What follows belongs to an exercise in optimizing a design on an open flow for small area; a production flow would make more cautious choices. The RTL was checked by simulation tests, not by an equivalence proof against the original design.

==> flow/design.v <==
`timescale 1ns/1ps
`default_nettype none
module booth_mac (
  input  wire [7:0]  b_one,
  input  wire [7:0]  b_two,
  input  wire [7:0]  b_neg,
  input  wire [15:0] w,
  input  wire [31:0] base,
  output wire [31:0] sum
);
  wire pp0_0;
  assign pp0_0 = (b_one[0] & w[0]) ^ b_neg[0];
  wire pp0_1;
  assign pp0_1 = ((b_one[0] & w[1]) | (b_two[0] & w[0])) ^ b_neg[0];
  wire pp0_2;
  assign pp0_2 = ((b_one[0] & w[2]) | (b_two[0] & w[1])) ^ b_neg[0];
  wire pp0_3;
  assign pp0_3 = ((b_one[0] & w[3]) | (b_two[0] & w[2])) ^ b_neg[0];
  wire pp0_4;
  assign pp0_4 = ((b_one[0] & w[4]) | (b_two[0] & w[3])) ^ b_neg[0];
  wire pp0_5;
  assign pp0_5 = ((b_one[0] & w[5]) | (b_two[0] & w[4])) ^ b_neg[0];
  wire pp0_6;
  assign pp0_6 = ((b_one[0] & w[6]) | (b_two[0] & w[5])) ^ b_neg[0];
  wire pp0_7;
  assign pp0_7 = ((b_one[0] & w[7]) | (b_two[0] & w[6])) ^ b_neg[0];
  wire pp0_8;
  assign pp0_8 = ((b_one[0] & w[8]) | (b_two[0] & w[7])) ^ b_neg[0];
  wire pp0_9;
  assign pp0_9 = ((b_one[0] & w[9]) | (b_two[0] & w[8])) ^ b_neg[0];
  wire pp0_10;
  assign pp0_10 = ((b_one[0] & w[10]) | (b_two[0] & w[9])) ^ b_neg[0];
  wire pp0_11;
  assign pp0_11 = ((b_one[0] & w[11]) | (b_two[0] & w[10])) ^ b_neg[0];
  wire pp0_12;
  assign pp0_12 = ((b_one[0] & w[12]) | (b_two[0] & w[11])) ^ b_neg[0];
  wire pp0_13;
  assign pp0_13 = ((b_one[0] & w[13]) | (b_two[0] & w[12])) ^ b_neg[0];
  wire pp0_14;
  assign pp0_14 = ((b_one[0] & w[14]) | (b_two[0] & w[13])) ^ b_neg[0];
  wire pp0_15;
  assign pp0_15 = ((b_one[0] & w[15]) | (b_two[0] & w[14])) ^ b_neg[0];
  wire pp0_16;
  assign pp0_16 = ~(((b_one[0] | b_two[0]) & w[15]) ^ b_neg[0]);
  wire pp1_0;
  assign pp1_0 = (b_one[1] & w[0]) ^ b_neg[1];
  wire pp1_1;
  assign pp1_1 = ((b_one[1] & w[1]) | (b_two[1] & w[0])) ^ b_neg[1];
  wire pp1_2;
  assign pp1_2 = ((b_one[1] & w[2]) | (b_two[1] & w[1])) ^ b_neg[1];
  wire pp1_3;
  assign pp1_3 = ((b_one[1] & w[3]) | (b_two[1] & w[2])) ^ b_neg[1];
  wire pp1_4;
  assign pp1_4 = ((b_one[1] & w[4]) | (b_two[1] & w[3])) ^ b_neg[1];
  wire pp1_5;
  assign pp1_5 = ((b_one[1] & w[5]) | (b_two[1] & w[4])) ^ b_neg[1];
  wire pp1_6;
  assign pp1_6 = ((b_one[1] & w[6]) | (b_two[1] & w[5])) ^ b_neg[1];
  wire pp1_7;
  assign pp1_7 = ((b_one[1] & w[7]) | (b_two[1] & w[6])) ^ b_neg[1];
  wire pp1_8;
  assign pp1_8 = ((b_one[1] & w[8]) | (b_two[1] & w[7])) ^ b_neg[1];
  wire pp1_9;
  assign pp1_9 = ((b_one[1] & w[9]) | (b_two[1] & w[8])) ^ b_neg[1];
  wire pp1_10;
  assign pp1_10 = ((b_one[1] & w[10]) | (b_two[1] & w[9])) ^ b_neg[1];
  wire pp1_11;
  assign pp1_11 = ((b_one[1] & w[11]) | (b_two[1] & w[10])) ^ b_neg[1];
  wire pp1_12;
  assign pp1_12 = ((b_one[1] & w[12]) | (b_two[1] & w[11])) ^ b_neg[1];
  wire pp1_13;
  assign pp1_13 = ((b_one[1] & w[13]) | (b_two[1] & w[12])) ^ b_neg[1];
  wire pp1_14;
  assign pp1_14 = ((b_one[1] & w[14]) | (b_two[1] & w[13])) ^ b_neg[1];
  wire pp1_15;
  assign pp1_15 = ((b_one[1] & w[15]) | (b_two[1] & w[14])) ^ b_neg[1];
  wire pp1_16;
  assign pp1_16 = ~(((b_one[1] | b_two[1]) & w[15]) ^ b_neg[1]);
  wire pp2_0;
  assign pp2_0 = (b_one[2] & w[0]) ^ b_neg[2];
  wire pp2_1;
  assign pp2_1 = ((b_one[2] & w[1]) | (b_two[2] & w[0])) ^ b_neg[2];
  wire pp2_2;
  assign pp2_2 = ((b_one[2] & w[2]) | (b_two[2] & w[1])) ^ b_neg[2];
  wire pp2_3;
  assign pp2_3 = ((b_one[2] & w[3]) | (b_two[2] & w[2])) ^ b_neg[2];
  wire pp2_4;
  assign pp2_4 = ((b_one[2] & w[4]) | (b_two[2] & w[3])) ^ b_neg[2];
  wire pp2_5;
  assign pp2_5 = ((b_one[2] & w[5]) | (b_two[2] & w[4])) ^ b_neg[2];
  wire pp2_6;
  assign pp2_6 = ((b_one[2] & w[6]) | (b_two[2] & w[5])) ^ b_neg[2];
  wire pp2_7;
  assign pp2_7 = ((b_one[2] & w[7]) | (b_two[2] & w[6])) ^ b_neg[2];
  wire pp2_8;
  assign pp2_8 = ((b_one[2] & w[8]) | (b_two[2] & w[7])) ^ b_neg[2];
  wire pp2_9;
  assign pp2_9 = ((b_one[2] & w[9]) | (b_two[2] & w[8])) ^ b_neg[2];
  wire pp2_10;
  assign pp2_10 = ((b_one[2] & w[10]) | (b_two[2] & w[9])) ^ b_neg[2];
  wire pp2_11;
  assign pp2_11 = ((b_one[2] & w[11]) | (b_two[2] & w[10])) ^ b_neg[2];
  wire pp2_12;
  assign pp2_12 = ((b_one[2] & w[12]) | (b_two[2] & w[11])) ^ b_neg[2];
  wire pp2_13;
  assign pp2_13 = ((b_one[2] & w[13]) | (b_two[2] & w[12])) ^ b_neg[2];
  wire pp2_14;
  assign pp2_14 = ((b_one[2] & w[14]) | (b_two[2] & w[13])) ^ b_neg[2];
  wire pp2_15;
  assign pp2_15 = ((b_one[2] & w[15]) | (b_two[2] & w[14])) ^ b_neg[2];
  wire pp2_16;
  assign pp2_16 = ~(((b_one[2] | b_two[2]) & w[15]) ^ b_neg[2]);
  wire pp3_0;
  assign pp3_0 = (b_one[3] & w[0]) ^ b_neg[3];
  wire pp3_1;
  assign pp3_1 = ((b_one[3] & w[1]) | (b_two[3] & w[0])) ^ b_neg[3];
  wire pp3_2;
  assign pp3_2 = ((b_one[3] & w[2]) | (b_two[3] & w[1])) ^ b_neg[3];
  wire pp3_3;
  assign pp3_3 = ((b_one[3] & w[3]) | (b_two[3] & w[2])) ^ b_neg[3];
  wire pp3_4;
  assign pp3_4 = ((b_one[3] & w[4]) | (b_two[3] & w[3])) ^ b_neg[3];
  wire pp3_5;
  assign pp3_5 = ((b_one[3] & w[5]) | (b_two[3] & w[4])) ^ b_neg[3];
  wire pp3_6;
  assign pp3_6 = ((b_one[3] & w[6]) | (b_two[3] & w[5])) ^ b_neg[3];
  wire pp3_7;
  assign pp3_7 = ((b_one[3] & w[7]) | (b_two[3] & w[6])) ^ b_neg[3];
  wire pp3_8;
  assign pp3_8 = ((b_one[3] & w[8]) | (b_two[3] & w[7])) ^ b_neg[3];
  wire pp3_9;
  assign pp3_9 = ((b_one[3] & w[9]) | (b_two[3] & w[8])) ^ b_neg[3];
  wire pp3_10;
  assign pp3_10 = ((b_one[3] & w[10]) | (b_two[3] & w[9])) ^ b_neg[3];
  wire pp3_11;
  assign pp3_11 = ((b_one[3] & w[11]) | (b_two[3] & w[10])) ^ b_neg[3];
  wire pp3_12;
  assign pp3_12 = ((b_one[3] & w[12]) | (b_two[3] & w[11])) ^ b_neg[3];
  wire pp3_13;
  assign pp3_13 = ((b_one[3] & w[13]) | (b_two[3] & w[12])) ^ b_neg[3];
  wire pp3_14;
  assign pp3_14 = ((b_one[3] & w[14]) | (b_two[3] & w[13])) ^ b_neg[3];
  wire pp3_15;
  assign pp3_15 = ((b_one[3] & w[15]) | (b_two[3] & w[14])) ^ b_neg[3];
  wire pp3_16;
  assign pp3_16 = ~(((b_one[3] | b_two[3]) & w[15]) ^ b_neg[3]);
  wire pp4_0;
  assign pp4_0 = (b_one[4] & w[0]) ^ b_neg[4];
  wire pp4_1;
  assign pp4_1 = ((b_one[4] & w[1]) | (b_two[4] & w[0])) ^ b_neg[4];
  wire pp4_2;
  assign pp4_2 = ((b_one[4] & w[2]) | (b_two[4] & w[1])) ^ b_neg[4];
  wire pp4_3;
  assign pp4_3 = ((b_one[4] & w[3]) | (b_two[4] & w[2])) ^ b_neg[4];
  wire pp4_4;
  assign pp4_4 = ((b_one[4] & w[4]) | (b_two[4] & w[3])) ^ b_neg[4];
  wire pp4_5;
  assign pp4_5 = ((b_one[4] & w[5]) | (b_two[4] & w[4])) ^ b_neg[4];
  wire pp4_6;
  assign pp4_6 = ((b_one[4] & w[6]) | (b_two[4] & w[5])) ^ b_neg[4];
  wire pp4_7;
  assign pp4_7 = ((b_one[4] & w[7]) | (b_two[4] & w[6])) ^ b_neg[4];
  wire pp4_8;
  assign pp4_8 = ((b_one[4] & w[8]) | (b_two[4] & w[7])) ^ b_neg[4];
  wire pp4_9;
  assign pp4_9 = ((b_one[4] & w[9]) | (b_two[4] & w[8])) ^ b_neg[4];
  wire pp4_10;
  assign pp4_10 = ((b_one[4] & w[10]) | (b_two[4] & w[9])) ^ b_neg[4];
  wire pp4_11;
  assign pp4_11 = ((b_one[4] & w[11]) | (b_two[4] & w[10])) ^ b_neg[4];
  wire pp4_12;
  assign pp4_12 = ((b_one[4] & w[12]) | (b_two[4] & w[11])) ^ b_neg[4];
  wire pp4_13;
  assign pp4_13 = ((b_one[4] & w[13]) | (b_two[4] & w[12])) ^ b_neg[4];
  wire pp4_14;
  assign pp4_14 = ((b_one[4] & w[14]) | (b_two[4] & w[13])) ^ b_neg[4];
  wire pp4_15;
  assign pp4_15 = ((b_one[4] & w[15]) | (b_two[4] & w[14])) ^ b_neg[4];
  wire pp4_16;
  assign pp4_16 = ~(((b_one[4] | b_two[4]) & w[15]) ^ b_neg[4]);
  wire pp5_0;
  assign pp5_0 = (b_one[5] & w[0]) ^ b_neg[5];
  wire pp5_1;
  assign pp5_1 = ((b_one[5] & w[1]) | (b_two[5] & w[0])) ^ b_neg[5];
  wire pp5_2;
  assign pp5_2 = ((b_one[5] & w[2]) | (b_two[5] & w[1])) ^ b_neg[5];
  wire pp5_3;
  assign pp5_3 = ((b_one[5] & w[3]) | (b_two[5] & w[2])) ^ b_neg[5];
  wire pp5_4;
  assign pp5_4 = ((b_one[5] & w[4]) | (b_two[5] & w[3])) ^ b_neg[5];
  wire pp5_5;
  assign pp5_5 = ((b_one[5] & w[5]) | (b_two[5] & w[4])) ^ b_neg[5];
  wire pp5_6;
  assign pp5_6 = ((b_one[5] & w[6]) | (b_two[5] & w[5])) ^ b_neg[5];
  wire pp5_7;
  assign pp5_7 = ((b_one[5] & w[7]) | (b_two[5] & w[6])) ^ b_neg[5];
  wire pp5_8;
  assign pp5_8 = ((b_one[5] & w[8]) | (b_two[5] & w[7])) ^ b_neg[5];
  wire pp5_9;
  assign pp5_9 = ((b_one[5] & w[9]) | (b_two[5] & w[8])) ^ b_neg[5];
  wire pp5_10;
  assign pp5_10 = ((b_one[5] & w[10]) | (b_two[5] & w[9])) ^ b_neg[5];
  wire pp5_11;
  assign pp5_11 = ((b_one[5] & w[11]) | (b_two[5] & w[10])) ^ b_neg[5];
  wire pp5_12;
  assign pp5_12 = ((b_one[5] & w[12]) | (b_two[5] & w[11])) ^ b_neg[5];
  wire pp5_13;
  assign pp5_13 = ((b_one[5] & w[13]) | (b_two[5] & w[12])) ^ b_neg[5];
  wire pp5_14;
  assign pp5_14 = ((b_one[5] & w[14]) | (b_two[5] & w[13])) ^ b_neg[5];
  wire pp5_15;
  assign pp5_15 = ((b_one[5] & w[15]) | (b_two[5] & w[14])) ^ b_neg[5];
  wire pp5_16;
  assign pp5_16 = ~(((b_one[5] | b_two[5]) & w[15]) ^ b_neg[5]);
  wire pp6_0;
  assign pp6_0 = (b_one[6] & w[0]) ^ b_neg[6];
  wire pp6_1;
  assign pp6_1 = ((b_one[6] & w[1]) | (b_two[6] & w[0])) ^ b_neg[6];
  wire pp6_2;
  assign pp6_2 = ((b_one[6] & w[2]) | (b_two[6] & w[1])) ^ b_neg[6];
  wire pp6_3;
  assign pp6_3 = ((b_one[6] & w[3]) | (b_two[6] & w[2])) ^ b_neg[6];
  wire pp6_4;
  assign pp6_4 = ((b_one[6] & w[4]) | (b_two[6] & w[3])) ^ b_neg[6];
  wire pp6_5;
  assign pp6_5 = ((b_one[6] & w[5]) | (b_two[6] & w[4])) ^ b_neg[6];
  wire pp6_6;
  assign pp6_6 = ((b_one[6] & w[6]) | (b_two[6] & w[5])) ^ b_neg[6];
  wire pp6_7;
  assign pp6_7 = ((b_one[6] & w[7]) | (b_two[6] & w[6])) ^ b_neg[6];
  wire pp6_8;
  assign pp6_8 = ((b_one[6] & w[8]) | (b_two[6] & w[7])) ^ b_neg[6];
  wire pp6_9;
  assign pp6_9 = ((b_one[6] & w[9]) | (b_two[6] & w[8])) ^ b_neg[6];
  wire pp6_10;
  assign pp6_10 = ((b_one[6] & w[10]) | (b_two[6] & w[9])) ^ b_neg[6];
  wire pp6_11;
  assign pp6_11 = ((b_one[6] & w[11]) | (b_two[6] & w[10])) ^ b_neg[6];
  wire pp6_12;
  assign pp6_12 = ((b_one[6] & w[12]) | (b_two[6] & w[11])) ^ b_neg[6];
  wire pp6_13;
  assign pp6_13 = ((b_one[6] & w[13]) | (b_two[6] & w[12])) ^ b_neg[6];
  wire pp6_14;
  assign pp6_14 = ((b_one[6] & w[14]) | (b_two[6] & w[13])) ^ b_neg[6];
  wire pp6_15;
  assign pp6_15 = ((b_one[6] & w[15]) | (b_two[6] & w[14])) ^ b_neg[6];
  wire pp6_16;
  assign pp6_16 = ~(((b_one[6] | b_two[6]) & w[15]) ^ b_neg[6]);
  wire pp7_0;
  assign pp7_0 = (b_one[7] & w[0]) ^ b_neg[7];
  wire pp7_1;
  assign pp7_1 = ((b_one[7] & w[1]) | (b_two[7] & w[0])) ^ b_neg[7];
  wire pp7_2;
  assign pp7_2 = ((b_one[7] & w[2]) | (b_two[7] & w[1])) ^ b_neg[7];
  wire pp7_3;
  assign pp7_3 = ((b_one[7] & w[3]) | (b_two[7] & w[2])) ^ b_neg[7];
  wire pp7_4;
  assign pp7_4 = ((b_one[7] & w[4]) | (b_two[7] & w[3])) ^ b_neg[7];
  wire pp7_5;
  assign pp7_5 = ((b_one[7] & w[5]) | (b_two[7] & w[4])) ^ b_neg[7];
  wire pp7_6;
  assign pp7_6 = ((b_one[7] & w[6]) | (b_two[7] & w[5])) ^ b_neg[7];
  wire pp7_7;
  assign pp7_7 = ((b_one[7] & w[7]) | (b_two[7] & w[6])) ^ b_neg[7];
  wire pp7_8;
  assign pp7_8 = ((b_one[7] & w[8]) | (b_two[7] & w[7])) ^ b_neg[7];
  wire pp7_9;
  assign pp7_9 = ((b_one[7] & w[9]) | (b_two[7] & w[8])) ^ b_neg[7];
  wire pp7_10;
  assign pp7_10 = ((b_one[7] & w[10]) | (b_two[7] & w[9])) ^ b_neg[7];
  wire pp7_11;
  assign pp7_11 = ((b_one[7] & w[11]) | (b_two[7] & w[10])) ^ b_neg[7];
  wire pp7_12;
  assign pp7_12 = ((b_one[7] & w[12]) | (b_two[7] & w[11])) ^ b_neg[7];
  wire pp7_13;
  assign pp7_13 = ((b_one[7] & w[13]) | (b_two[7] & w[12])) ^ b_neg[7];
  wire pp7_14;
  assign pp7_14 = ((b_one[7] & w[14]) | (b_two[7] & w[13])) ^ b_neg[7];
  wire pp7_15;
  assign pp7_15 = ((b_one[7] & w[15]) | (b_two[7] & w[14])) ^ b_neg[7];
  wire pp7_16;
  assign pp7_16 = ~(((b_one[7] | b_two[7]) & w[15]) ^ b_neg[7]);
  wire s0;
  wire c0;
  assign s0 = pp0_14 ^ pp1_12;
  assign c0 = pp0_14 & pp1_12;
  wire s1;
  wire c1;
  assign s1 = pp0_15 ^ pp1_13;
  assign c1 = pp0_15 & pp1_13;
  wire s2;
  wire c2;
  assign s2 = pp0_16 ^ pp1_14 ^ pp2_12;
  assign c2 = (pp0_16 & pp1_14) | (pp0_16 & pp2_12) | (pp1_14 & pp2_12);
  wire s3;
  wire c3;
  assign s3 = pp1_15 ^ pp2_13;
  assign c3 = pp1_15 & pp2_13;
  wire s4;
  wire c4;
  assign s4 = pp0_8 ^ pp1_6;
  assign c4 = pp0_8 & pp1_6;
  wire s5;
  wire c5;
  assign s5 = pp0_9 ^ pp1_7;
  assign c5 = pp0_9 & pp1_7;
  wire s6;
  wire c6;
  assign s6 = pp0_10 ^ pp1_8 ^ pp2_6;
  assign c6 = (pp0_10 & pp1_8) | (pp0_10 & pp2_6) | (pp1_8 & pp2_6);
  wire s7;
  wire c7;
  assign s7 = pp3_4 ^ pp4_2;
  assign c7 = pp3_4 & pp4_2;
  wire s8;
  wire c8;
  assign s8 = pp0_11 ^ pp1_9 ^ pp2_7;
  assign c8 = (pp0_11 & pp1_9) | (pp0_11 & pp2_7) | (pp1_9 & pp2_7);
  wire s9;
  wire c9;
  assign s9 = pp3_5 ^ pp4_3;
  assign c9 = pp3_5 & pp4_3;
  wire s10;
  wire c10;
  assign s10 = pp0_12 ^ pp1_10 ^ pp2_8;
  assign c10 = (pp0_12 & pp1_10) | (pp0_12 & pp2_8) | (pp1_10 & pp2_8);
  wire s11;
  wire c11;
  assign s11 = pp3_6 ^ pp4_4 ^ pp5_2;
  assign c11 = (pp3_6 & pp4_4) | (pp3_6 & pp5_2) | (pp4_4 & pp5_2);
  wire s12;
  wire c12;
  assign s12 = pp6_0 ^ b_neg[6];
  assign c12 = pp6_0 & b_neg[6];
  wire s13;
  wire c13;
  assign s13 = pp0_13 ^ pp1_11 ^ pp2_9;
  assign c13 = (pp0_13 & pp1_11) | (pp0_13 & pp2_9) | (pp1_11 & pp2_9);
  wire s14;
  wire c14;
  assign s14 = pp3_7 ^ pp4_5 ^ pp5_3;
  assign c14 = (pp3_7 & pp4_5) | (pp3_7 & pp5_3) | (pp4_5 & pp5_3);
  wire s15;
  wire c15;
  assign s15 = pp6_1 ^ base[13];
  assign c15 = pp6_1 & base[13];
  wire s16;
  wire c16;
  assign s16 = s0 ^ pp2_10 ^ pp3_8;
  assign c16 = (s0 & pp2_10) | (s0 & pp3_8) | (pp2_10 & pp3_8);
  wire s17;
  wire c17;
  assign s17 = pp4_6 ^ pp5_4 ^ pp6_2;
  assign c17 = (pp4_6 & pp5_4) | (pp4_6 & pp6_2) | (pp5_4 & pp6_2);
  wire s18;
  wire c18;
  assign s18 = pp7_0 ^ b_neg[7] ^ base[14];
  assign c18 = (pp7_0 & b_neg[7]) | (pp7_0 & base[14]) | (b_neg[7] & base[14]);
  wire s19;
  wire c19;
  assign s19 = c0 ^ s1 ^ pp2_11;
  assign c19 = (c0 & s1) | (c0 & pp2_11) | (s1 & pp2_11);
  wire s20;
  wire c20;
  assign s20 = pp3_9 ^ pp4_7 ^ pp5_5;
  assign c20 = (pp3_9 & pp4_7) | (pp3_9 & pp5_5) | (pp4_7 & pp5_5);
  wire s21;
  wire c21;
  assign s21 = pp6_3 ^ pp7_1 ^ base[15];
  assign c21 = (pp6_3 & pp7_1) | (pp6_3 & base[15]) | (pp7_1 & base[15]);
  wire s22;
  wire c22;
  assign s22 = c1 ^ s2 ^ pp3_10;
  assign c22 = (c1 & s2) | (c1 & pp3_10) | (s2 & pp3_10);
  wire s23;
  wire c23;
  assign s23 = pp4_8 ^ pp5_6 ^ pp6_4;
  assign c23 = (pp4_8 & pp5_6) | (pp4_8 & pp6_4) | (pp5_6 & pp6_4);
  wire s24;
  wire c24;
  assign s24 = pp7_2 ^ 1'b1 ^ base[16];
  assign c24 = (pp7_2 & 1'b1) | (pp7_2 & base[16]) | (1'b1 & base[16]);
  wire s25;
  wire c25;
  assign s25 = c2 ^ s3 ^ pp3_11;
  assign c25 = (c2 & s3) | (c2 & pp3_11) | (s3 & pp3_11);
  wire s26;
  wire c26;
  assign s26 = pp4_9 ^ pp5_7 ^ pp6_5;
  assign c26 = (pp4_9 & pp5_7) | (pp4_9 & pp6_5) | (pp5_7 & pp6_5);
  wire s27;
  wire c27;
  assign s27 = pp7_3 ^ 1'b1 ^ base[17];
  assign c27 = (pp7_3 & 1'b1) | (pp7_3 & base[17]) | (1'b1 & base[17]);
  wire s28;
  wire c28;
  assign s28 = c3 ^ pp1_16 ^ pp2_14;
  assign c28 = (c3 & pp1_16) | (c3 & pp2_14) | (pp1_16 & pp2_14);
  wire s29;
  wire c29;
  assign s29 = pp3_12 ^ pp4_10 ^ pp5_8;
  assign c29 = (pp3_12 & pp4_10) | (pp3_12 & pp5_8) | (pp4_10 & pp5_8);
  wire s30;
  wire c30;
  assign s30 = pp6_6 ^ pp7_4 ^ base[18];
  assign c30 = (pp6_6 & pp7_4) | (pp6_6 & base[18]) | (pp7_4 & base[18]);
  wire s31;
  wire c31;
  assign s31 = pp2_15 ^ pp3_13 ^ pp4_11;
  assign c31 = (pp2_15 & pp3_13) | (pp2_15 & pp4_11) | (pp3_13 & pp4_11);
  wire s32;
  wire c32;
  assign s32 = pp5_9 ^ pp6_7 ^ pp7_5;
  assign c32 = (pp5_9 & pp6_7) | (pp5_9 & pp7_5) | (pp6_7 & pp7_5);
  wire s33;
  wire c33;
  assign s33 = 1'b1 ^ base[19];
  assign c33 = 1'b1 & base[19];
  wire s34;
  wire c34;
  assign s34 = pp2_16 ^ pp3_14 ^ pp4_12;
  assign c34 = (pp2_16 & pp3_14) | (pp2_16 & pp4_12) | (pp3_14 & pp4_12);
  wire s35;
  wire c35;
  assign s35 = pp5_10 ^ pp6_8 ^ pp7_6;
  assign c35 = (pp5_10 & pp6_8) | (pp5_10 & pp7_6) | (pp6_8 & pp7_6);
  wire s36;
  wire c36;
  assign s36 = pp3_15 ^ pp4_13 ^ pp5_11;
  assign c36 = (pp3_15 & pp4_13) | (pp3_15 & pp5_11) | (pp4_13 & pp5_11);
  wire s37;
  wire c37;
  assign s37 = pp6_9 ^ pp7_7;
  assign c37 = pp6_9 & pp7_7;
  wire s38;
  wire c38;
  assign s38 = pp3_16 ^ pp4_14 ^ pp5_12;
  assign c38 = (pp3_16 & pp4_14) | (pp3_16 & pp5_12) | (pp4_14 & pp5_12);
  wire s39;
  wire c39;
  assign s39 = pp4_15 ^ pp5_13;
  assign c39 = pp4_15 & pp5_13;
  wire s40;
  wire c40;
  assign s40 = pp0_4 ^ pp1_2;
  assign c40 = pp0_4 & pp1_2;
  wire s41;
  wire c41;
  assign s41 = pp0_5 ^ pp1_3;
  assign c41 = pp0_5 & pp1_3;
  wire s42;
  wire c42;
  assign s42 = pp0_6 ^ pp1_4 ^ pp2_2;
  assign c42 = (pp0_6 & pp1_4) | (pp0_6 & pp2_2) | (pp1_4 & pp2_2);
  wire s43;
  wire c43;
  assign s43 = pp3_0 ^ b_neg[3];
  assign c43 = pp3_0 & b_neg[3];
  wire s44;
  wire c44;
  assign s44 = pp0_7 ^ pp1_5 ^ pp2_3;
  assign c44 = (pp0_7 & pp1_5) | (pp0_7 & pp2_3) | (pp1_5 & pp2_3);
  wire s45;
  wire c45;
  assign s45 = pp3_1 ^ base[7];
  assign c45 = pp3_1 & base[7];
  wire s46;
  wire c46;
  assign s46 = s4 ^ pp2_4 ^ pp3_2;
  assign c46 = (s4 & pp2_4) | (s4 & pp3_2) | (pp2_4 & pp3_2);
  wire s47;
  wire c47;
  assign s47 = pp4_0 ^ b_neg[4] ^ base[8];
  assign c47 = (pp4_0 & b_neg[4]) | (pp4_0 & base[8]) | (b_neg[4] & base[8]);
  wire s48;
  wire c48;
  assign s48 = c4 ^ s5 ^ pp2_5;
  assign c48 = (c4 & s5) | (c4 & pp2_5) | (s5 & pp2_5);
  wire s49;
  wire c49;
  assign s49 = pp3_3 ^ pp4_1 ^ base[9];
  assign c49 = (pp3_3 & pp4_1) | (pp3_3 & base[9]) | (pp4_1 & base[9]);
  wire s50;
  wire c50;
  assign s50 = c5 ^ s6 ^ s7;
  assign c50 = (c5 & s6) | (c5 & s7) | (s6 & s7);
  wire s51;
  wire c51;
  assign s51 = pp5_0 ^ b_neg[5] ^ base[10];
  assign c51 = (pp5_0 & b_neg[5]) | (pp5_0 & base[10]) | (b_neg[5] & base[10]);
  wire s52;
  wire c52;
  assign s52 = c6 ^ c7 ^ s8;
  assign c52 = (c6 & c7) | (c6 & s8) | (c7 & s8);
  wire s53;
  wire c53;
  assign s53 = s9 ^ pp5_1 ^ base[11];
  assign c53 = (s9 & pp5_1) | (s9 & base[11]) | (pp5_1 & base[11]);
  wire s54;
  wire c54;
  assign s54 = c8 ^ c9 ^ s10;
  assign c54 = (c8 & c9) | (c8 & s10) | (c9 & s10);
  wire s55;
  wire c55;
  assign s55 = s11 ^ s12 ^ base[12];
  assign c55 = (s11 & s12) | (s11 & base[12]) | (s12 & base[12]);
  wire s56;
  wire c56;
  assign s56 = c10 ^ c11 ^ c12;
  assign c56 = (c10 & c11) | (c10 & c12) | (c11 & c12);
  wire s57;
  wire c57;
  assign s57 = s13 ^ s14 ^ s15;
  assign c57 = (s13 & s14) | (s13 & s15) | (s14 & s15);
  wire s58;
  wire c58;
  assign s58 = c13 ^ c14 ^ c15;
  assign c58 = (c13 & c14) | (c13 & c15) | (c14 & c15);
  wire s59;
  wire c59;
  assign s59 = s16 ^ s17 ^ s18;
  assign c59 = (s16 & s17) | (s16 & s18) | (s17 & s18);
  wire s60;
  wire c60;
  assign s60 = c16 ^ c17 ^ c18;
  assign c60 = (c16 & c17) | (c16 & c18) | (c17 & c18);
  wire s61;
  wire c61;
  assign s61 = s19 ^ s20 ^ s21;
  assign c61 = (s19 & s20) | (s19 & s21) | (s20 & s21);
  wire s62;
  wire c62;
  assign s62 = c19 ^ c20 ^ c21;
  assign c62 = (c19 & c20) | (c19 & c21) | (c20 & c21);
  wire s63;
  wire c63;
  assign s63 = s22 ^ s23 ^ s24;
  assign c63 = (s22 & s23) | (s22 & s24) | (s23 & s24);
  wire s64;
  wire c64;
  assign s64 = c22 ^ c23 ^ c24;
  assign c64 = (c22 & c23) | (c22 & c24) | (c23 & c24);
  wire s65;
  wire c65;
  assign s65 = s25 ^ s26 ^ s27;
  assign c65 = (s25 & s26) | (s25 & s27) | (s26 & s27);
  wire s66;
  wire c66;
  assign s66 = c25 ^ c26 ^ c27;
  assign c66 = (c25 & c26) | (c25 & c27) | (c26 & c27);
  wire s67;
  wire c67;
  assign s67 = s28 ^ s29 ^ s30;
  assign c67 = (s28 & s29) | (s28 & s30) | (s29 & s30);
  wire s68;
  wire c68;
  assign s68 = c28 ^ c29 ^ c30;
  assign c68 = (c28 & c29) | (c28 & c30) | (c29 & c30);
  wire s69;
  wire c69;
  assign s69 = s31 ^ s32 ^ s33;
  assign c69 = (s31 & s32) | (s31 & s33) | (s32 & s33);
  wire s70;
  wire c70;
  assign s70 = c31 ^ c32 ^ c33;
  assign c70 = (c31 & c32) | (c31 & c33) | (c32 & c33);
  wire s71;
  wire c71;
  assign s71 = s34 ^ s35 ^ base[20];
  assign c71 = (s34 & s35) | (s34 & base[20]) | (s35 & base[20]);
  wire s72;
  wire c72;
  assign s72 = c34 ^ c35 ^ s36;
  assign c72 = (c34 & c35) | (c34 & s36) | (c35 & s36);
  wire s73;
  wire c73;
  assign s73 = s37 ^ 1'b1 ^ base[21];
  assign c73 = (s37 & 1'b1) | (s37 & base[21]) | (1'b1 & base[21]);
  wire s74;
  wire c74;
  assign s74 = c36 ^ c37 ^ s38;
  assign c74 = (c36 & c37) | (c36 & s38) | (c37 & s38);
  wire s75;
  wire c75;
  assign s75 = pp6_10 ^ pp7_8 ^ base[22];
  assign c75 = (pp6_10 & pp7_8) | (pp6_10 & base[22]) | (pp7_8 & base[22]);
  wire s76;
  wire c76;
  assign s76 = c38 ^ s39 ^ pp6_11;
  assign c76 = (c38 & s39) | (c38 & pp6_11) | (s39 & pp6_11);
  wire s77;
  wire c77;
  assign s77 = pp7_9 ^ 1'b1 ^ base[23];
  assign c77 = (pp7_9 & 1'b1) | (pp7_9 & base[23]) | (1'b1 & base[23]);
  wire s78;
  wire c78;
  assign s78 = c39 ^ pp4_16 ^ pp5_14;
  assign c78 = (c39 & pp4_16) | (c39 & pp5_14) | (pp4_16 & pp5_14);
  wire s79;
  wire c79;
  assign s79 = pp6_12 ^ pp7_10 ^ base[24];
  assign c79 = (pp6_12 & pp7_10) | (pp6_12 & base[24]) | (pp7_10 & base[24]);
  wire s80;
  wire c80;
  assign s80 = pp5_15 ^ pp6_13 ^ pp7_11;
  assign c80 = (pp5_15 & pp6_13) | (pp5_15 & pp7_11) | (pp6_13 & pp7_11);
  wire s81;
  wire c81;
  assign s81 = 1'b1 ^ base[25];
  assign c81 = 1'b1 & base[25];
  wire s82;
  wire c82;
  assign s82 = pp5_16 ^ pp6_14 ^ pp7_12;
  assign c82 = (pp5_16 & pp6_14) | (pp5_16 & pp7_12) | (pp6_14 & pp7_12);
  wire s83;
  wire c83;
  assign s83 = pp6_15 ^ pp7_13;
  assign c83 = pp6_15 & pp7_13;
  wire s84;
  wire c84;
  assign s84 = pp0_2 ^ pp1_0;
  assign c84 = pp0_2 & pp1_0;
  wire s85;
  wire c85;
  assign s85 = pp0_3 ^ pp1_1;
  assign c85 = pp0_3 & pp1_1;
  wire s86;
  wire c86;
  assign s86 = s40 ^ pp2_0 ^ b_neg[2];
  assign c86 = (s40 & pp2_0) | (s40 & b_neg[2]) | (pp2_0 & b_neg[2]);
  wire s87;
  wire c87;
  assign s87 = c40 ^ s41 ^ pp2_1;
  assign c87 = (c40 & s41) | (c40 & pp2_1) | (s41 & pp2_1);
  wire s88;
  wire c88;
  assign s88 = c41 ^ s42 ^ s43;
  assign c88 = (c41 & s42) | (c41 & s43) | (s42 & s43);
  wire s89;
  wire c89;
  assign s89 = c42 ^ c43 ^ s44;
  assign c89 = (c42 & c43) | (c42 & s44) | (c43 & s44);
  wire s90;
  wire c90;
  assign s90 = c44 ^ c45 ^ s46;
  assign c90 = (c44 & c45) | (c44 & s46) | (c45 & s46);
  wire s91;
  wire c91;
  assign s91 = c46 ^ c47 ^ s48;
  assign c91 = (c46 & c47) | (c46 & s48) | (c47 & s48);
  wire s92;
  wire c92;
  assign s92 = c48 ^ c49 ^ s50;
  assign c92 = (c48 & c49) | (c48 & s50) | (c49 & s50);
  wire s93;
  wire c93;
  assign s93 = c50 ^ c51 ^ s52;
  assign c93 = (c50 & c51) | (c50 & s52) | (c51 & s52);
  wire s94;
  wire c94;
  assign s94 = c52 ^ c53 ^ s54;
  assign c94 = (c52 & c53) | (c52 & s54) | (c53 & s54);
  wire s95;
  wire c95;
  assign s95 = c54 ^ c55 ^ s56;
  assign c95 = (c54 & c55) | (c54 & s56) | (c55 & s56);
  wire s96;
  wire c96;
  assign s96 = c56 ^ c57 ^ s58;
  assign c96 = (c56 & c57) | (c56 & s58) | (c57 & s58);
  wire s97;
  wire c97;
  assign s97 = c58 ^ c59 ^ s60;
  assign c97 = (c58 & c59) | (c58 & s60) | (c59 & s60);
  wire s98;
  wire c98;
  assign s98 = c60 ^ c61 ^ s62;
  assign c98 = (c60 & c61) | (c60 & s62) | (c61 & s62);
  wire s99;
  wire c99;
  assign s99 = c62 ^ c63 ^ s64;
  assign c99 = (c62 & c63) | (c62 & s64) | (c63 & s64);
  wire s100;
  wire c100;
  assign s100 = c64 ^ c65 ^ s66;
  assign c100 = (c64 & c65) | (c64 & s66) | (c65 & s66);
  wire s101;
  wire c101;
  assign s101 = c66 ^ c67 ^ s68;
  assign c101 = (c66 & c67) | (c66 & s68) | (c67 & s68);
  wire s102;
  wire c102;
  assign s102 = c68 ^ c69 ^ s70;
  assign c102 = (c68 & c69) | (c68 & s70) | (c69 & s70);
  wire s103;
  wire c103;
  assign s103 = c70 ^ c71 ^ s72;
  assign c103 = (c70 & c71) | (c70 & s72) | (c71 & s72);
  wire s104;
  wire c104;
  assign s104 = c72 ^ c73 ^ s74;
  assign c104 = (c72 & c73) | (c72 & s74) | (c73 & s74);
  wire s105;
  wire c105;
  assign s105 = c74 ^ c75 ^ s76;
  assign c105 = (c74 & c75) | (c74 & s76) | (c75 & s76);
  wire s106;
  wire c106;
  assign s106 = c76 ^ c77 ^ s78;
  assign c106 = (c76 & c77) | (c76 & s78) | (c77 & s78);
  wire s107;
  wire c107;
  assign s107 = c78 ^ c79 ^ s80;
  assign c107 = (c78 & c79) | (c78 & s80) | (c79 & s80);
  wire s108;
  wire c108;
  assign s108 = c80 ^ c81 ^ s82;
  assign c108 = (c80 & c81) | (c80 & s82) | (c81 & s82);
  wire s109;
  wire c109;
  assign s109 = c82 ^ s83 ^ 1'b1;
  assign c109 = (c82 & s83) | (c82 & 1'b1) | (s83 & 1'b1);
  wire s110;
  wire c110;
  assign s110 = c83 ^ pp6_16 ^ pp7_14;
  assign c110 = (c83 & pp6_16) | (c83 & pp7_14) | (pp6_16 & pp7_14);
  wire s111;
  wire c111;
  assign s111 = pp7_15 ^ 1'b1;
  assign c111 = pp7_15 & 1'b1;
  wire s112;
  wire c112;
  assign s112 = pp0_0 ^ b_neg[0];
  assign c112 = pp0_0 & b_neg[0];
  wire s113;
  wire c113;
  assign s113 = pp0_1 ^ base[1];
  assign c113 = pp0_1 & base[1];
  wire s114;
  wire c114;
  assign s114 = s84 ^ b_neg[1] ^ base[2];
  assign c114 = (s84 & b_neg[1]) | (s84 & base[2]) | (b_neg[1] & base[2]);
  wire s115;
  wire c115;
  assign s115 = c84 ^ s85 ^ base[3];
  assign c115 = (c84 & s85) | (c84 & base[3]) | (s85 & base[3]);
  wire s116;
  wire c116;
  assign s116 = c85 ^ s86 ^ base[4];
  assign c116 = (c85 & s86) | (c85 & base[4]) | (s86 & base[4]);
  wire s117;
  wire c117;
  assign s117 = c86 ^ s87 ^ base[5];
  assign c117 = (c86 & s87) | (c86 & base[5]) | (s87 & base[5]);
  wire s118;
  wire c118;
  assign s118 = c87 ^ s88 ^ base[6];
  assign c118 = (c87 & s88) | (c87 & base[6]) | (s88 & base[6]);
  wire s119;
  wire c119;
  assign s119 = c88 ^ s89 ^ s45;
  assign c119 = (c88 & s89) | (c88 & s45) | (s89 & s45);
  wire s120;
  wire c120;
  assign s120 = c89 ^ s90 ^ s47;
  assign c120 = (c89 & s90) | (c89 & s47) | (s90 & s47);
  wire s121;
  wire c121;
  assign s121 = c90 ^ s91 ^ s49;
  assign c121 = (c90 & s91) | (c90 & s49) | (s91 & s49);
  wire s122;
  wire c122;
  assign s122 = c91 ^ s92 ^ s51;
  assign c122 = (c91 & s92) | (c91 & s51) | (s92 & s51);
  wire s123;
  wire c123;
  assign s123 = c92 ^ s93 ^ s53;
  assign c123 = (c92 & s93) | (c92 & s53) | (s93 & s53);
  wire s124;
  wire c124;
  assign s124 = c93 ^ s94 ^ s55;
  assign c124 = (c93 & s94) | (c93 & s55) | (s94 & s55);
  wire s125;
  wire c125;
  assign s125 = c94 ^ s95 ^ s57;
  assign c125 = (c94 & s95) | (c94 & s57) | (s95 & s57);
  wire s126;
  wire c126;
  assign s126 = c95 ^ s96 ^ s59;
  assign c126 = (c95 & s96) | (c95 & s59) | (s96 & s59);
  wire s127;
  wire c127;
  assign s127 = c96 ^ s97 ^ s61;
  assign c127 = (c96 & s97) | (c96 & s61) | (s97 & s61);
  wire s128;
  wire c128;
  assign s128 = c97 ^ s98 ^ s63;
  assign c128 = (c97 & s98) | (c97 & s63) | (s98 & s63);
  wire s129;
  wire c129;
  assign s129 = c98 ^ s99 ^ s65;
  assign c129 = (c98 & s99) | (c98 & s65) | (s99 & s65);
  wire s130;
  wire c130;
  assign s130 = c99 ^ s100 ^ s67;
  assign c130 = (c99 & s100) | (c99 & s67) | (s100 & s67);
  wire s131;
  wire c131;
  assign s131 = c100 ^ s101 ^ s69;
  assign c131 = (c100 & s101) | (c100 & s69) | (s101 & s69);
  wire s132;
  wire c132;
  assign s132 = c101 ^ s102 ^ s71;
  assign c132 = (c101 & s102) | (c101 & s71) | (s102 & s71);
  wire s133;
  wire c133;
  assign s133 = c102 ^ s103 ^ s73;
  assign c133 = (c102 & s103) | (c102 & s73) | (s103 & s73);
  wire s134;
  wire c134;
  assign s134 = c103 ^ s104 ^ s75;
  assign c134 = (c103 & s104) | (c103 & s75) | (s104 & s75);
  wire s135;
  wire c135;
  assign s135 = c104 ^ s105 ^ s77;
  assign c135 = (c104 & s105) | (c104 & s77) | (s105 & s77);
  wire s136;
  wire c136;
  assign s136 = c105 ^ s106 ^ s79;
  assign c136 = (c105 & s106) | (c105 & s79) | (s106 & s79);
  wire s137;
  wire c137;
  assign s137 = c106 ^ s107 ^ s81;
  assign c137 = (c106 & s107) | (c106 & s81) | (s107 & s81);
  wire s138;
  wire c138;
  assign s138 = c107 ^ s108 ^ base[26];
  assign c138 = (c107 & s108) | (c107 & base[26]) | (s108 & base[26]);
  wire s139;
  wire c139;
  assign s139 = c108 ^ s109 ^ base[27];
  assign c139 = (c108 & s109) | (c108 & base[27]) | (s109 & base[27]);
  wire s140;
  wire c140;
  assign s140 = c109 ^ s110 ^ base[28];
  assign c140 = (c109 & s110) | (c109 & base[28]) | (s110 & base[28]);
  wire s141;
  wire c141;
  assign s141 = c110 ^ s111 ^ base[29];
  assign c141 = (c110 & s111) | (c110 & base[29]) | (s111 & base[29]);
  wire s142;
  wire c142;
  assign s142 = c111 ^ pp7_16 ^ base[30];
  assign c142 = (c111 & pp7_16) | (c111 & base[30]) | (pp7_16 & base[30]);
  wire s143;
  wire c143;
  assign s143 = 1'b1 ^ base[31];
  assign c143 = 1'b1 & base[31];
  wire [31:0] ra = {c142, c141, c140, c139, c138, c137, c136, c135, c134, c133, c132, c131, c130, c129, c128, c127, c126, c125, c124, c123, c122, c121, c120, c119, c118, c117, c116, c115, c114, c113, c112, s112};
  wire [31:0] rb = {s143, s142, s141, s140, s139, s138, s137, s136, s135, s134, s133, s132, s131, s130, s129, s128, s127, s126, s125, s124, s123, s122, s121, s120, s119, s118, s117, s116, s115, s114, s113, base[0]};
  assign sum = ra + rb;
endmodule
`default_nettype wire
`timescale 1ns/1ps
`default_nettype none
module conv_core (
  input  wire                                  clk,
  input  wire                                  rst_n,
  input  wire [16-1:0]               ifmap_dat,
  input  wire                                  ifmap_vld,
  input  wire [16-1:0]              weights_dat,
  input  wire                                  weights_vld,
  output wire [4*32-1:0]  ofmap_dat,
  output wire                                  ofmap_vld
);
  localparam integer D  = 11;    
  localparam integer NS = 7;     
  reg  [3:0]   widx;           
  reg          wloaded;        
  reg  [15:0]  wr0 [0:3];
  reg  [15:0]  wr1 [0:3];
  reg  [15:0]  wr2 [0:3];
  reg  [15:0]  wr3 [0:3];
  always @(posedge clk or negedge rst_n) begin
    if (!rst_n) begin
      widx    <= 4'd0;
      wloaded <= 1'b0;
    end else if (weights_vld) begin
      widx <= widx + 4'd1;
      if (widx == 4'd15) wloaded <= 1'b1;
    end
  end
  reg  [15:0]  dl_d [0:D-1];
  reg  [D-1:0] dl_v;
  integer k;
  always @(posedge clk) begin
    dl_d[0] <= ifmap_dat;
    for (k = 1; k < D; k = k + 1) dl_d[k] <= dl_d[k-1];
  end
  always @(posedge clk or negedge rst_n) begin
    if (!rst_n) dl_v <= {D{1'b0}};
    else        dl_v <= {dl_v[D-2:0], ifmap_vld};
  end
  wire        pv = dl_v[D-1];                   
  wire [15:0] px = dl_d[D-1] & {16{wloaded && pv}};   
  wire [16:0] pxe = {px, 1'b0};
  wire [7:0]  b_one, b_two, b_neg;
  genvar j;
  generate
    for (j = 0; j < 8; j = j + 1) begin : g_enc
      assign b_one[j] = pxe[2*j+1] ^ pxe[2*j];
      assign b_two[j] = (pxe[2*j+2] & ~pxe[2*j+1] & ~pxe[2*j]) |
                        (~pxe[2*j+2] & pxe[2*j+1] & pxe[2*j]);
      assign b_neg[j] = pxe[2*j+2];
    end
  endgenerate
  reg  [4:0]   pcnt;           
  wire         pfirst = (pcnt[1:0] == 2'd0);
  wire         plast  = (pcnt[1:0] == 2'd3);
  wire         pbank  = pv && (pcnt == 5'd31);
  always @(posedge clk or negedge rst_n) begin
    if (!rst_n) pcnt <= 5'd0;
    else if (pv) pcnt <= pcnt + 5'd1;
  end
  genvar c;
  reg  [31:0]  acc  [0:3];
  wire [127:0] sum;
  generate
    for (c = 0; c < 4; c = c + 1) begin : g_col
      wire wload = weights_vld && (widx[1:0] == c);
      always @(posedge clk) begin
        if (wload || pv) begin
          wr0[c] <= wload ? weights_dat : wr3[c];
          wr1[c] <= wr0[c];
          wr2[c] <= wr1[c];
          wr3[c] <= wr2[c];
        end
      end
      wire [31:0] base = pfirst ? 32'd0 : acc[c];
      booth_mac u_mac (
        .b_one (b_one),
        .b_two (b_two),
        .b_neg (b_neg),
        .w     (wr3[c]),
        .base  (base),
        .sum   (sum[32*c +: 32])
      );
      always @(posedge clk) begin
        acc[c] <= sum[32*c +: 32];    
      end
    end
  endgenerate
  reg  [127:0] slot [0:NS-1];
  reg  [2:0]   wp, rp;
  reg  [2:0]   ocnt;
  reg          oact;
  always @(posedge clk) begin
    if (pv && plast) slot[wp] <= sum;
  end
  always @(posedge clk or negedge rst_n) begin
    if (!rst_n) begin
      wp   <= 3'd0;
      rp   <= 3'd0;
      ocnt <= 3'd0;
      oact <= 1'b0;
    end else begin
      if (pv && plast) wp <= (wp == NS-1) ? 3'd0 : wp + 3'd1;
      if (ofmap_vld) begin
        rp   <= (rp == NS-1) ? 3'd0 : rp + 3'd1;
        ocnt <= ocnt + 3'd1;
        oact <= (ocnt != 3'd7);
      end
    end
  end
  assign ofmap_vld = pbank || oact;
  assign ofmap_dat = slot[rp];
endmodule
`default_nettype wire
==> flow/run.sh <==
#!/bin/bash
# synth_recipe.tcl (not shown) runs the flow's synth.tcl, then flattens the netlist and writes it again
# the make line also repeats each setting of config.mk as NAME=value (left out here)
make -C /OpenROAD-flow-scripts/flow DESIGN_CONFIG=/design/flow/config.mk WORK_HOME=/design/flow/orfs CLKGATE_MAP_FILE= SYNTH_SCRIPT=/design/flow/synth_recipe.tcl finish
==> flow/config.mk <==
export PLATFORM = sky130hd
export DESIGN_NAME = conv_core
export DESIGN_NICKNAME = conv_core
export VERILOG_FILES = /design/flow/design.v
export SDC_FILE = /design/flow/constraint.sdc
export NUM_CORES = 4
export LEC_CHECK = 0
export CAP_MARGIN = 20
export CORE_MARGIN = 2
export CORE_UTILIZATION = 40
export SLEW_MARGIN = 20
==> flow/constraint.sdc <==
create_clock -name core_clock -period 10.0 [get_ports {clk}]
set_input_delay 2.0000 -clock core_clock [delete_from_list [all_inputs] [get_ports {clk}]]
set_output_delay 2.0000 -clock core_clock [all_outputs]
set_load 0.01 [all_outputs]
==> impl_results.md <==
- CTS root buffer: clkbuf_16
- Post-synthesis cell area: 79900 um^2
- Slew margin rel.: 28.9%
- Initial antenna violation count: 18
- Routability Congestion: 0.855
- Dominant cells by area after synthesis: edfxtp_1 (43%), fa_1 (11%), dfxtp_1 (7.6%), xnor2_1 (5.1%), a22oi_1 (3.9%)
- Setup TNS: 0 ns
- Slowest-stage cell, CP: dfrtp_1
- Share of flip-flops with an asynchronous set or reset: 2.08%
- First-pass GRT wire length: 296000 um
- Site Rows: 164
- Worst setup EP type: register
- CTS Sinks: 1487
- Total track usage: 19.0%
- Chip height: 451 um
- Detail Route Antenna Nets: 0
- Slew @ Worst Pin: 1.07 ns
- Sequential element share of the synthesized area: 51.9%
- Placed Instance Area: 84200 um^2
- DP HPWL: 124000 um
- WP buf/inv: 3
- #FFs+latches synth: 1487
- Final Skew: 0.0326 ns
- CP Max Fanout: 40
- Via count: 47200
- Synth top area share: 43.3%
- Latest clock arrival within the worst-skew pair: 0.81 ns
- Post-synth net total: 6810
- WS Path Type: register to register
- Hold crit path type: register to register
- H-tree lvl count: 4
- Filler-free cell count of the finished design: 8846
- Max_cap viols: 0
- Initial Util: 40.1%
- Largest net degree at the start of global routing: 172
- Largest area contributor in the netlist: edfxtp_1
- Post-route DRC: 0
- Nets: 6778
- Drt pass-1 iters: 5
- Main flop type after synthesis: edfxtp_1
- Die W: 451 um
- Synth top cells by count: edfxtp_1 (1152), inv_1 (582), xnor2_1 (464)
- Period utilisation layout: 83.2%
- CTS Hold Bufs: 0
- Type of element launching the critical path: register
- Layout cells sized above 1: 11.6%
- Crit path max-delay family: adder cells
- Clock Pin Slew Worst Setup and Hold Paths: 0.06 ns
- Post-synth EDFFs: 1152
- DR WL/cell: 21.9 um
- Hold Vio Cnt, Final: 0
- Most numerous cell in the Yosys netlist: edfxtp_1
- Fmax: 0.120 GHz
- Vias/cell: 5.33
- Cells along the critical path: nand2_4, buf_4, nor2_4, buf_12, a22oi_1, xnor2_1, fa_1, fa_1, fa_1, inv_1, fa_1, ha_1, and4_1, nand2_1, a211oi_1, o21ai_0, a31oi_1, a2111oi_2, o31ai_1, a21oi_1, xnor2_1
- Status: no timing/DRC/antenna violations
- Grt ovf: 0
- RSZ-0062 raised after global routing: no
- Area of the die: 203000 um^2
- Critical path required time: 10.52 ns
- Largest stage delay on the critical path: 0.71 ns
- Io pins: 165
- Yosys warns: 13
- Setup Fix Bufs, Post-CTS: 0
- Longest Clk Path Bufs: 3
- Vias in the first global route: 48400
- Worst EP arrival: 8.83 ns
- Syn_area_per_cell: 13.1 um^2
- Synth unique cells: 78
- Most used cell, CP: fa_1
- Final setup viols: 0
- Cts repair resizes: 0
- Max Slew Vio Count: 0
- Layout area overhead: 11.9%
- CTS tree: yes
- Routed WL: 194000 um
- Fin area: 89400 um^2
- Core box area: 199000 um^2
- Min Clock Period, post-route: 8.32 ns
- I/O Buffers: 164
- Synth Instances: 6093
- DRT iter0 DRCs: 4262
- CTS Buf Count: 156
- Placed cells: 8559
[cell usage in the layout (no fill, tap or decap), types with 12 or more instances in the layout]
master and instances:
buf_12 15, xnor2_1 464, edfxtp_1 1152, nor3b_1 24, nor2_1 133, nor2b_1 84, dfxtp_1 302, o21ai_0 226
ha_1 236, a21o_1 64, dfrtp_1 28, inv_1 582, nor2_4 17, mux2_2 197, mux4_2 128, and3_1 14
a21oi_1 197, mux2i_1 132, a31oi_1 32, clkbuf_8 17, a22oi_1 420, o21a_1 13, nand2_1 269, buf_4 77
clkinv_2 24, clkbuf_16 162, clkinv_1 18, nand4_1 21, xor2_1 213, nand3_1 32, clkdlybuf4s50_1 163, clkbuf_1 29
fa_1 444, a211oi_1 12, o21bai_1 23, nand2b_1 65
[metal layers]
metal  routed length [um]  vias to the layer above  share of wire (%)  global-route usage [%]
li1                     -                    21300                  -                       -
met1                85300                    24100                 44                    26.1
met2                92200                     1496                 48                    30.9
met3                11800                      265                6.1                    3.21
met4                 4410                        6                2.3                    5.28
met5                   34                        -              0.018                       0
[worst paths after layout]
check | start | cells after the start | slack (ns) | to
worst min register to register | dl_d[1][8] | 0 | 0.32 | dl_d[2][8]
worst min-delay path | dl_d[1][8] | 0 | 0.32 | dl_d[2][8]
worst max register to register | dl_v[10] | 21 | 1.68 | slot[2][63]
worst max-delay path | dl_v[10] | 21 | 1.68 | slot[2][63]
max in group asynchronous | rst_n | 1 | 8.19 | rp[2]
min in group asynchronous | rst_n | 1 | 1.26 | dl_v[0]
[final cells by class]
cell class              count  area (um^2)
diodes                      4         10.0
clock buffers             208         4400
clock inverters            75          751
fillers                 17800       110000
inverters                 585         2200
multi-input cells        3574        34700
flip-flops and latches   1487        41500
well taps                2656         3320
repair buffers            257         2540
[stage by stage]
| step | utilization (%) | worst slack, ns | hold WS [ns] |
|---|---|---|---|
| 2_1_floorplan | - | 2.94 | 0.310 |
| 3_3_place_gp | 42.3 | 1.86 | 0.311 |
| 3_5_place_dp | 42.3 | 1.86 | 0.312 |
| 4_1_cts | 44.9 | 1.82 | 0.318 |
| 5_1_grt | 44.9 | 1.23 | 0.326 |
| 6_report | 44.9 | 1.68 | 0.315 |
[cells by family (layout without fill, tap and decap cells)]
| group | Yosys count | in the layout | synth area share (%) |
|---|---|---|---|
| flip-flops | 1487 | 1487 | 51.9 |
| AO/OA/AOI/OAI | 1048 | 1048 | 8.59 |
| buffers and inverters | 1032 | 1125 | 4.94 |
| AND/OR/NAND/NOR | 711 | 711 | 4.25 |
| adder cells (fa/ha/maj) | 681 | 681 | 14.8 |
| XOR/XNOR | 677 | 677 | 7.42 |
| multiplexers | 457 | 457 | 8.04 |
| other | 0 | 4 | 0 |
[registers in the layout (all words and copies together), names as in the netlist]
name     cells
slot       896
ocnt         3
wloaded      1
rp           3
oact         1
wr1         64
wr0         64
widx         4
acc        128
wp           3
wr2         64
wr3         64
dl_d       176
pcnt         5
dl_v        11

[separate check: timing with driven ports]
How much do the figures lean on ideal ports? The routed layout below was timed once more, with nothing changed but the port constraints.
Step 1 assumes that a clkbuf_16 drives the clock port and a buf_2 every other input.
Step 2 moves the port delays by t, midway between the first and last clock arrival at a register: inputs arrive t later, outputs are due t later. That takes back most of the time a late clock gives input paths.
a / b / c = ideal ports / drivers / drivers and shift; a / b = the first two.
t, ns: 0.875
setup slack, ns: 1.684 / 1.684 / 1.684
worst setup path after step 2: register to register
After both steps this run still meets setup and hold. For this run, drivers alone change the setup slack by 0.000 ns; drivers and shift together by 0.000 ns.
